Context: an optimization exercise on an open-source flow, tuned for small area and a short achievable clock period. The choices shown serve that exercise and are no tape-out recipe. The RTL was checked by simulation tests, not by an equivalence proof against the original design.

## old
==> flow/design.v <==
package pmp_pkg;
  typedef enum logic [1:0] {
    A_OFF   = 2'b00,
    A_TOR   = 2'b01,
    A_NA4   = 2'b10,
    A_NAPOT = 2'b11
  } pmp_amode_e;
  typedef struct packed {
    logic       locked;
    logic [1:0] reserved;
    logic [1:0] addr_mode;
    logic       x;
    logic       w;
    logic       r;
  } pmpcfg_t;
  typedef enum logic [1:0] {
    CSR_READ  = 2'b00,
    CSR_WRITE = 2'b01,
    CSR_SET   = 2'b10,
    CSR_CLEAR = 2'b11
  } csr_op_e;
  localparam logic [11:0] CSR_PMPCFG0  = 12'h3A0;
  localparam logic [11:0] CSR_PMPCFG2  = 12'h3A2;
  localparam logic [11:0] CSR_PMPADDR0 = 12'h3B0;
  localparam int          MAX_ENTRIES  = 16;
endpackage
import pmp_pkg::*;
module pmp_cfg_warl (
  input  pmp_pkg::pmpcfg_t old_cfg,
  input  logic [7:0] new_byte,
  input  logic       lock,
  output pmp_pkg::pmpcfg_t stored
);
  always_comb begin
    stored = old_cfg;
    if (!lock) begin
      stored.locked    = new_byte[7];
      stored.reserved  = 2'b00;
      stored.addr_mode = new_byte[4:3];
      stored.x         = new_byte[2];
      stored.w         = new_byte[1] & new_byte[0];
      stored.r         = new_byte[0];
    end
  end
endmodule
import pmp_pkg::*;
module pmp_csr_bank #(
  parameter int PMP_LEN    = 54,
  parameter int NR_ENTRIES = 16
) (
  input  logic                      clk_i,
  input  logic                      rst_i,
  input  logic                      req_valid_i,
  input  logic [11:0]               req_addr_i,
  input  logic [1:0]                req_op_i,
  input  logic [63:0]               req_wdata_i,
  input  logic [1:0]                priv_lvl_i,
  output logic                      rsp_valid_o,
  output logic [63:0]               rsp_rdata_o,
  output logic                      rsp_error_o,
  output logic [16*PMP_LEN-1:0]     conf_addr_o,
  output logic [127:0]              conf_o,
  output logic                      cfg_changed_o
);
  localparam int NE = 16;
  logic [NE-1:0][PMP_LEN-1:0] addr_q;
  logic [NE-1:0]              l_q, x_q, w_q, r_q;
  logic [NE-1:0][1:0]         a_q;
  logic [NE-1:0][7:0] cfg_byte;
  for (genvar k = 0; k < NE; k++) begin : g_cfg_byte
    assign cfg_byte[k] = {l_q[k], 2'b00, a_q[k], x_q[k], w_q[k], r_q[k]};
  end
  logic        is_cfg0, is_cfg2, is_cfg, is_addr, priv_ok, legal, wr;
  logic [3:0]  idx;
  logic [NE-1:0] addr_sel;
  logic        op_w, op_s;
  assign is_cfg0 = (req_addr_i == CSR_PMPCFG0);
  assign is_cfg2 = (req_addr_i == CSR_PMPCFG2);
  assign is_cfg  = is_cfg0 | is_cfg2;
  assign is_addr = (req_addr_i[11:4] == CSR_PMPADDR0[11:4]);
  assign priv_ok = (priv_lvl_i == 2'b11);
  assign legal   = priv_ok & (is_cfg | is_addr);
  assign idx     = req_addr_i[3:0];
  assign op_w    = (req_op_i == CSR_WRITE);
  assign op_s    = (req_op_i == CSR_SET);
  assign wr      = req_valid_i & !rst_i & legal & (req_op_i != CSR_READ);
  for (genvar i = 0; i < NE; i++) begin : g_sel
    assign addr_sel[i] = (idx == 4'(i));
  end
  logic [NE-1:0] addr_lock;
  for (genvar i = 0; i < NE; i++) begin : g_alock
    if (i + 1 < NE) begin : g_tor
      assign addr_lock[i] = l_q[i] | (l_q[i+1] & (a_q[i+1] == A_TOR));
    end else begin : g_last
      assign addr_lock[i] = l_q[i];
    end
  end
  logic [63:0] col_ld, col_val;
  assign col_ld  = {64{rst_i | op_w}} | req_wdata_i;
  assign col_val = rst_i ? 64'd0 : (op_w ? req_wdata_i : {64{op_s}});
  logic [NE-1:0] addr_en, cfg_en;
  for (genvar i = 0; i < NE; i++) begin : g_rows
    assign addr_en[i] = rst_i | (wr & is_addr & addr_sel[i] & !addr_lock[i]);
    if (i < 8) begin : g_c0
      assign cfg_en[i] = rst_i | (wr & is_cfg0 & !l_q[i]);
    end else begin : g_c2
      assign cfg_en[i] = rst_i | (wr & is_cfg2 & !l_q[i]);
    end
  end
  for (genvar i = 0; i < NE; i++) begin : g_addr
    for (genvar b = 0; b < PMP_LEN; b++) begin : g_bit
      always_ff @(posedge clk_i)
        if (addr_en[i] && col_ld[b]) addr_q[i][b] <= col_val[b];
    end
  end
  function automatic logic nb(input logic [63:0] ld, input logic [63:0] val,
                              input int c, input logic old);
    nb = ld[c] ? val[c] : old;
  endfunction
  for (genvar k = 0; k < NE; k++) begin : g_cfg
    localparam int C = (k % 8) * 8;
    always_ff @(posedge clk_i) begin
      if (cfg_en[k]) begin
        l_q[k]    <= nb(col_ld, col_val, C+7, l_q[k]);
        a_q[k][1] <= nb(col_ld, col_val, C+4, a_q[k][1]);
        a_q[k][0] <= nb(col_ld, col_val, C+3, a_q[k][0]);
        x_q[k]    <= nb(col_ld, col_val, C+2, x_q[k]);
        w_q[k]    <= nb(col_ld, col_val, C+1, w_q[k]) &
                     nb(col_ld, col_val, C+0, r_q[k]);
        r_q[k]    <= nb(col_ld, col_val, C+0, r_q[k]);
      end
    end
  end
  logic [PMP_LEN-1:0] addr_rd;
  logic [63:0]        cfg_rd, old_val;
  always_comb begin
    addr_rd = '0;
    for (int i = 0; i < NE; i++)
      addr_rd = addr_rd | ({PMP_LEN{addr_sel[i]}} & addr_q[i]);
  end
  assign cfg_rd  = req_addr_i[1] ? cfg_byte[15:8] : cfg_byte[7:0];
  assign old_val = priv_ok ? ((is_addr ? {{(64-PMP_LEN){1'b0}}, addr_rd} : 64'd0) |
                              (is_cfg  ? cfg_rd : 64'd0))
                           : 64'd0;
  logic [63:0] adiff, cdiff;
  always_comb begin
    adiff = '0;
    for (int b = 0; b < PMP_LEN; b++)
      adiff[b] = col_ld[b] & (col_val[b] ^ addr_rd[b]);
    cdiff = '0;
    for (int j = 0; j < 8; j++) begin
      if (!cfg_rd[8*j+7]) begin
        cdiff[8*j+7] = col_ld[8*j+7] & (col_val[8*j+7] ^ cfg_rd[8*j+7]);
        cdiff[8*j+4] = col_ld[8*j+4] & (col_val[8*j+4] ^ cfg_rd[8*j+4]);
        cdiff[8*j+3] = col_ld[8*j+3] & (col_val[8*j+3] ^ cfg_rd[8*j+3]);
        cdiff[8*j+2] = col_ld[8*j+2] & (col_val[8*j+2] ^ cfg_rd[8*j+2]);
        cdiff[8*j+0] = col_ld[8*j+0] & (col_val[8*j+0] ^ cfg_rd[8*j+0]);
        cdiff[8*j+1] = (nb(col_ld, col_val, 8*j+1, cfg_rd[8*j+1]) &
                        nb(col_ld, col_val, 8*j+0, cfg_rd[8*j+0])) ^ cfg_rd[8*j+1];
      end
    end
  end
  logic       wa, wc;
  logic [7:0] chg_d, chg_q;
  assign wa = wr & is_addr & !(|(addr_sel & addr_lock));
  assign wc = wr & is_cfg;
  for (genvar j = 0; j < 8; j++) begin : g_chg
    assign chg_d[j] = (wa & |adiff[8*j +: 8]) | (wc & |cdiff[8*j +: 8]);
  end
  always_ff @(posedge clk_i) begin
    rsp_valid_o <= req_valid_i & !rst_i;
    chg_q       <= chg_d;
    rsp_rdata_o <= old_val;
    rsp_error_o <= !legal;
  end
  assign cfg_changed_o = |chg_q;
  assign conf_o        = cfg_byte;
  assign conf_addr_o   = addr_q;
endmodule
export LEC_CHECK = 0
export ABC_AREA = 1
export CAP_MARGIN = 20
export CORE_AREA = 3 3 327 327
export DIE_AREA = 0 0 330 330
export SETUP_SLACK_MARGIN = 5
export SLEW_MARGIN = 20
export TNS_END_PERCENT = 5
create_clock -name core_clock -period 8.0 [get_ports {clk_i}]
standard.sh (not shown) runs the stock make flow with config.mk's settings and CLKGATE_MAP_FILE= SYNTH_SCRIPT=/design/flow/synth_recipe.tcl, a recipe that flattens the netlist after the stock synthesis.
==> flow/flow/run.sh <==
#!/bin/bash
# Layout: the standard ORFS flow (standard.sh), except that the input and
# output port buffers are the smallest buffer cell instead of the resizer's
# default pick (a 10 um2 delay buffer). Timing repair resizes them as needed.
set -o pipefail
export BUFFER_PORTS_ARGS="-buffer_cell sky130_fd_sc_hd__buf_1"
bash standard.sh > standard.log 2>&1
## Diff of input files: new against old
--- a/flow/design.v
+++ b/flow/design.v
@@ -161,11 +161,11 @@
     end
   end
   logic       wa, wc;
-  logic [7:0] chg_d, chg_q;
+  logic [3:0] chg_d, chg_q;
   assign wa = wr & is_addr & !(|(addr_sel & addr_lock));
   assign wc = wr & is_cfg;
-  for (genvar j = 0; j < 8; j++) begin : g_chg
-    assign chg_d[j] = (wa & |adiff[8*j +: 8]) | (wc & |cdiff[8*j +: 8]);
+  for (genvar j = 0; j < 4; j++) begin : g_chg
+    assign chg_d[j] = (wa & |adiff[16*j +: 16]) | (wc & |cdiff[16*j +: 16]);
   end
   always_ff @(posedge clk_i) begin
     rsp_valid_o <= req_valid_i & !rst_i;
==> run notes <==
[compare] base=old new=new: count of clock-buffer cells in the layout higher, number of global-route vias before repair shows a reduction of about 1.7%, number of vias per cell -about 0.7%. Between new and old, it is new whose wire length of the first global-routing pass is lower, by about 4%. new vs old: critical path depth down.

[port drivers added, routing unchanged]
In the flow no input, the clock included, has a driving cell. The finished layouts below were timed again as built, in two steps. Step 1: set_driving_cell puts a clkbuf_16 on clk_i and a buf_2 on each other input, an assumption about the parent block. Step 2 also shifts input and output timing later by t, the mid clock arrival at the registers, as if the neighbouring blocks saw the same clock. a / b / c = ideal ports / drivers / drivers and shift; a / b = the first two.
run	shift t [ns]	setup WS [ns]	hold WS [ns]	worst setup path after step 2	latest minus earliest clock arrival (ns)
old	0.800	4.663 / 4.474 / 3.674	0.633 / 0.633 / 0.633	input to register	0.029 / 0.030
new	0.784	4.650 / 4.425 / 3.641	0.620 / 0.620 / 0.620	input to register	0.037 / 0.036
After both steps every run listed still meets setup and hold. The setup slack of new, which loses most, moves by -0.225 ns with the drivers and by -1.009 ns with both steps.
